Background: an optimization exercise with open tools, aiming at small area and a short achievable clock period. Do not read the settings as production practice. Function was checked by simulation only, so behaviour that the tests miss may differ from the original. No activity file was given, so power comes from the tool's default toggle rates.

==> flow/design.v <==
module simd_mem_arbiter #(
    parameter int ADDR_WIDTH     = 64,
    parameter int DATA_WIDTH     = 64,
    parameter int VEC_DATA_WIDTH = 512,
    parameter int TIMEOUT_CYCLES = 1024
) (
    input  logic                      CLK,
    input  logic                      RESET,
    input  logic                      S_REQ,
    input  logic                      S_WE,
    input  logic [ADDR_WIDTH-1:0]     S_ADDR,
    input  logic [DATA_WIDTH-1:0]     S_WDATA,
    input  logic [DATA_WIDTH/8-1:0]   S_WMASK,
    output logic [DATA_WIDTH-1:0]     S_RDATA,
    output logic                      S_ACK,
    input  logic                      V_REQ,
    input  logic                      V_WE,
    input  logic [ADDR_WIDTH-1:0]     V_ADDR,
    input  logic [VEC_DATA_WIDTH-1:0] V_WDATA,
    output logic [VEC_DATA_WIDTH-1:0] V_RDATA,
    output logic                      V_ACK,
    output logic                      M_REQ,
    output logic                      M_WE,
    output logic [ADDR_WIDTH-1:0]     M_ADDR,
    output logic [DATA_WIDTH-1:0]     M_WDATA,
    output logic [DATA_WIDTH/8-1:0]   M_WMASK,
    input  logic                      M_ACK,
    input  logic [DATA_WIDTH-1:0]     M_RDATA,
    output logic                      BUSY
);
    localparam int BEATS  = VEC_DATA_WIDTH / DATA_WIDTH;
    localparam int BYTES  = DATA_WIDTH / 8;
    localparam int BEAT_W = $clog2(BEATS);
    localparam int OFF_W  = $clog2(BYTES);
    localparam int AW     = ADDR_WIDTH - OFF_W;
    logic              busy_q, mreq_q, sack_q, vack_q;
    logic              prefer_vec, owner_vec;
    logic [BEAT_W-1:0] beat;
    logic              we_q;
    logic [BYTES-1:0]  wmask_q;
    logic [AW-1:0]     addr_q;
    logic [VEC_DATA_WIDTH-1:0] line_q;
    logic idle, accept, grant_vec, beat_done, last_done;
    assign idle      = !busy_q;
    assign accept    = idle && (S_REQ || V_REQ);
    assign grant_vec = V_REQ && (!S_REQ || prefer_vec);
    assign beat_done = mreq_q && M_ACK;
    assign last_done = beat_done && (!owner_vec || beat == BEAT_W'(BEATS - 1));
    always_ff @(posedge CLK or posedge RESET) begin
        if (RESET) begin
            busy_q     <= 1'b0;
            mreq_q     <= 1'b0;
            sack_q     <= 1'b0;
            vack_q     <= 1'b0;
            prefer_vec <= 1'b0;
        end else begin
            busy_q <= accept || mreq_q;
            mreq_q <= accept || (mreq_q && !last_done);
            sack_q <= last_done && !owner_vec;
            vack_q <= last_done && owner_vec;
            if (accept)
                prefer_vec <= !grant_vec;
        end
    end
    always_ff @(posedge CLK) begin
        if (idle) begin
            owner_vec <= grant_vec;
            beat      <= '0;
            we_q      <= grant_vec ? V_WE : S_WE;
            wmask_q   <= grant_vec ? '1 : S_WMASK;
            addr_q    <= grant_vec ? V_ADDR[ADDR_WIDTH-1:OFF_W] : S_ADDR[ADDR_WIDTH-1:OFF_W];
        end else if (beat_done) begin
            beat   <= beat + BEAT_W'(1);
            addr_q <= addr_q + AW'(1);
        end
    end
    logic [VEC_DATA_WIDTH-1:0] line_load, line_shift;
    logic                      line_hold;
    assign line_load  = {V_WDATA[VEC_DATA_WIDTH-1:DATA_WIDTH],
                         grant_vec ? V_WDATA[DATA_WIDTH-1:0] : S_WDATA};
    assign line_shift = {M_RDATA, line_q[VEC_DATA_WIDTH-1:DATA_WIDTH]};
    assign line_hold  = !idle && !beat_done;
    always_ff @(posedge CLK)
        line_q <= ({VEC_DATA_WIDTH{idle}} & line_load)
                | ({VEC_DATA_WIDTH{beat_done}} & line_shift)
                | ({VEC_DATA_WIDTH{line_hold}} & line_q);
    assign BUSY    = busy_q;
    assign M_REQ   = mreq_q;
    assign S_ACK   = sack_q;
    assign V_ACK   = vack_q;
    assign M_WE    = we_q;
    assign M_WMASK = wmask_q;
    assign M_ADDR  = {addr_q, {OFF_W{1'b0}}};
    assign M_WDATA = line_q[DATA_WIDTH-1:0];
    assign S_RDATA = line_q[VEC_DATA_WIDTH-1 -: DATA_WIDTH];
    assign V_RDATA = line_q;
endmodule
==> flow/config.mk <==
export PLATFORM = sky130hd
export DESIGN_NAME = simd_mem_arbiter
export DESIGN_NICKNAME = simd_mem_arbiter
export VERILOG_FILES = /design/flow/design.v
export SDC_FILE = /design/flow/constraint.sdc
export NUM_CORES = 4
export LEC_CHECK = 0
export CAP_MARGIN = 20
export CORE_AREA = 5 5 895 135
export DIE_AREA = 0 0 900 140
export SLEW_MARGIN = 20
==> flow/constraint.sdc <==
create_clock -name core_clock -period 5.0 [get_ports {CLK}]
set_input_delay 1.0000 -clock core_clock [delete_from_list [all_inputs] [get_ports {CLK}]]
set_output_delay 1.0000 -clock core_clock [all_outputs]
set_load 0.01 [all_outputs]
run.sh (not shown) runs the stock make flow with config.mk's settings and CLKGATE_MAP_FILE= SYNTH_SCRIPT=/design/flow/synth_recipe.tcl, a recipe that flattens the netlist after the stock synthesis.
The starting point completed with no timing, DRC or antenna violations.
Edit:
==> flow/flow/run.sh (new file) <==
#!/bin/bash
# Standard ORFS layout, with these changes: ports are buffered with buf_1 instead of the delay
# buffer buffer_ports picks by default; pins may sit one routing track apart so that a compact
# die has room for all 1500 of them; the clock pin is placed first, with a clear band around it.
set -euo pipefail
bash standard.sh \
  'BUFFER_PORTS_ARGS=-buffer_cell sky130_fd_sc_hd__buf_1' \
  "PRE_IO_PLACEMENT_TCL=$PWD/flow/pre_io.tcl" \
  'PLACE_PINS_ARGS=-min_distance 1 -min_distance_in_tracks -corner_avoidance 5 -exclude left:128-142' \
  finish > standard.log 2>&1
==> flow/flow/pre_io.tcl (new file) <==
# Put the clock pin in the middle of the left edge and keep other pins 7 um clear of it,
# so its wider clock wiring has room.
place_pin -pin_name CLK -layer met3 -location {0 135} -force_to_die_boundary
==> flow/standard.sh (new file) <==
#!/bin/bash
# synth_recipe.tcl (not shown) runs the flow's synth.tcl, then flattens the netlist and writes it again
# the make line also repeats each setting of config.mk as NAME=value (left out here)
make -C /OpenROAD-flow-scripts/flow DESIGN_CONFIG=/design/flow/config.mk WORK_HOME=/design/flow/orfs CLKGATE_MAP_FILE= SYNTH_SCRIPT=/design/flow/synth_recipe.tcl "${@:-finish}"
Settings changed: CORE_AREA 5 5 895 135 to 5 5 265 265, DIE_AREA 0 0 900 140 to 0 0 270 270, PLACE_DENSITY from default to 0.7, SETUP_SLACK_MARGIN from default to 2.5.
removed: flow/run.sh
What happened:
- flip-flop and latch count is unchanged
- cell count goes down by roughly a tenth
- synthesized area stays the same
- cell area goes down by about a fifth
- via count goes down slightly
- power goes down by about a fifth
- clock power goes up by about a fifth
Edit:
Settings changed: SETUP_SLACK_MARGIN 2.5 to 3.0.
Effect:
- synthesized cell count is unchanged
- sequential cell count does not change
- design area is higher by a quarter to a third
- register-to-register slack improved by 70 ps
- count of clock-buffer cells in the layout drops by 1
- die area stays the same
- global-route usage is higher by 4.2 points
- utilization climbs by 18 points
- routed wire length came out higher by roughly a tenth
- sequential share of layout area drops by 7.2 points
- setup slack is better by 65 ps
Edit:
==> flow/run.sh (new file) <==
#!/bin/bash
# synth_recipe.tcl (not shown) runs the flow's synth.tcl, then flattens the netlist and writes it again
# the make line also repeats each setting of config.mk as NAME=value (left out here)
make -C /OpenROAD-flow-scripts/flow DESIGN_CONFIG=/design/flow/config.mk WORK_HOME=/design/flow/orfs CLKGATE_MAP_FILE= SYNTH_SCRIPT=/design/flow/synth_recipe.tcl finish
Settings changed: CORE_AREA 5 5 265 265 to 10 10 750 290, DIE_AREA 0 0 270 270 to 0 0 760 300, PLACE_DENSITY 0.7 to default, SETUP_SLACK_MARGIN 3.0 to 2.0.
removed: flow/flow/run.sh
removed: flow/flow/pre_io.tcl
removed: flow/standard.sh
The changed run finished with timing, DRC and antenna clean. Critical path depth drops by 7. Utilization drops by 46 points. Hold slack gains 180 ps. Clock-buffer cell count drops by 13. Combinational power drops by 14%. Total power drops by 3.6%. Worst setup slack loses 530 ps. Cell area drops by 1.5%. Register-to-register slack loses 380 ps. First-iteration DRC count drops by 21%. Non-clock buffer count drops by 625.

simd_mem_arbiter, a different RTL version from the one above (not shown whole).
Size: roughly 1900 cells after synthesis, ~590 flip-flops, ~28000 µm² of cells after synthesis.
// simd_mem_arbiter
module simd_mem_arbiter #(
    parameter int ADDR_WIDTH     = 64,
    parameter int DATA_WIDTH     = 64,
    parameter int VEC_DATA_WIDTH = 512,
    parameter int TIMEOUT_CYCLES = 1024
) (
    input  logic                      CLK,
    input  logic                      RESET,
    input  logic                      S_REQ,
    input  logic                      S_WE,
    input  logic [ADDR_WIDTH-1:0]     S_ADDR,
    input  logic [DATA_WIDTH-1:0]     S_WDATA,
    input  logic [DATA_WIDTH/8-1:0]   S_WMASK,
    output logic [DATA_WIDTH-1:0]     S_RDATA,
    output logic                      S_ACK,
    input  logic                      V_REQ,
    input  logic                      V_WE,
    input  logic [ADDR_WIDTH-1:0]     V_ADDR,
    input  logic [VEC_DATA_WIDTH-1:0] V_WDATA,
    output logic [VEC_DATA_WIDTH-1:0] V_RDATA,
    output logic                      V_ACK,
    output logic                      M_REQ,
    output logic                      M_WE,
    output logic [ADDR_WIDTH-1:0]     M_ADDR,
    output logic [DATA_WIDTH-1:0]     M_WDATA,
    output logic [DATA_WIDTH/8-1:0]   M_WMASK,
    input  logic                      M_ACK,
    input  logic [DATA_WIDTH-1:0]     M_RDATA,
    output logic                      BUSY
);
export LEC_CHECK = 0
export CAP_MARGIN = 20
export CORE_AREA = 5 5 295 295
export DIE_AREA = 0 0 300 300
export PLACE_DENSITY = 0.7
export SETUP_SLACK_MARGIN = 2.5
export SLEW_MARGIN = 20
create_clock -name core_clock -period 5.0 [get_ports {CLK}]
Stock flow here: none of the scripts above is used.
The first run died in I/O pin placement (3_2_place_iop).
Change:
- CORE_AREA: 5 5 295 295 -> 10 10 750 290
- DIE_AREA: 0 0 300 300 -> 0 0 760 300
- PLACE_DENSITY: 0.7 -> default
- SETUP_SLACK_MARGIN: 2.5 -> default
This time the run went through all stages and came out clean.
Synthesized cell count stays the same.
Synthesized area stays the same.

## port drivers added, routing unchanged
The results above use ideal ports. As a check the final layouts listed here were re-extracted and re-timed, cells and wires unchanged.
Step 1 assumes that a clkbuf_16 drives the clock port and a buf_2 every other input.
Step 2 also shifts input and output timing later by t, the mid clock arrival at the registers, as if the neighbouring blocks saw the same clock.
Three values: ideal, step 1, step 2; two values: the first two.
run | t, ns | setup slack, ns | hold WS [ns] | clock arrival spread, ns
the first run of note 1 | 0.724 | 1.441 / 1.441 / 1.354 | 0.449 / 0.449 / 0.449 | 0.037 / 0.037
the second run of note 1 | 0.631 | 2.459 / 2.459 / 1.951 | 0.302 / 0.289 / 0.463 | 0.023 / 0.023
the third run of note 1 | 0.643 | 2.524 / 2.524 / 2.194 | 0.281 / 0.311 / 0.440 | 0.027 / 0.027
the fourth run of note 1 | 0.738 | 1.994 / 1.919 / 1.320 | 0.465 / 0.465 / 0.465 | 0.041 / 0.041
the second run of note 2 | 0.795 | 1.625 / 1.551 / 1.448 | 0.477 / 0.450 / 0.477 | 0.049 / 0.049
After both steps setup and hold are still met in every run listed. For the fourth run of note 1, which loses most, drivers alone change the setup slack by -0.075 ns; drivers and shift together by -0.674 ns.
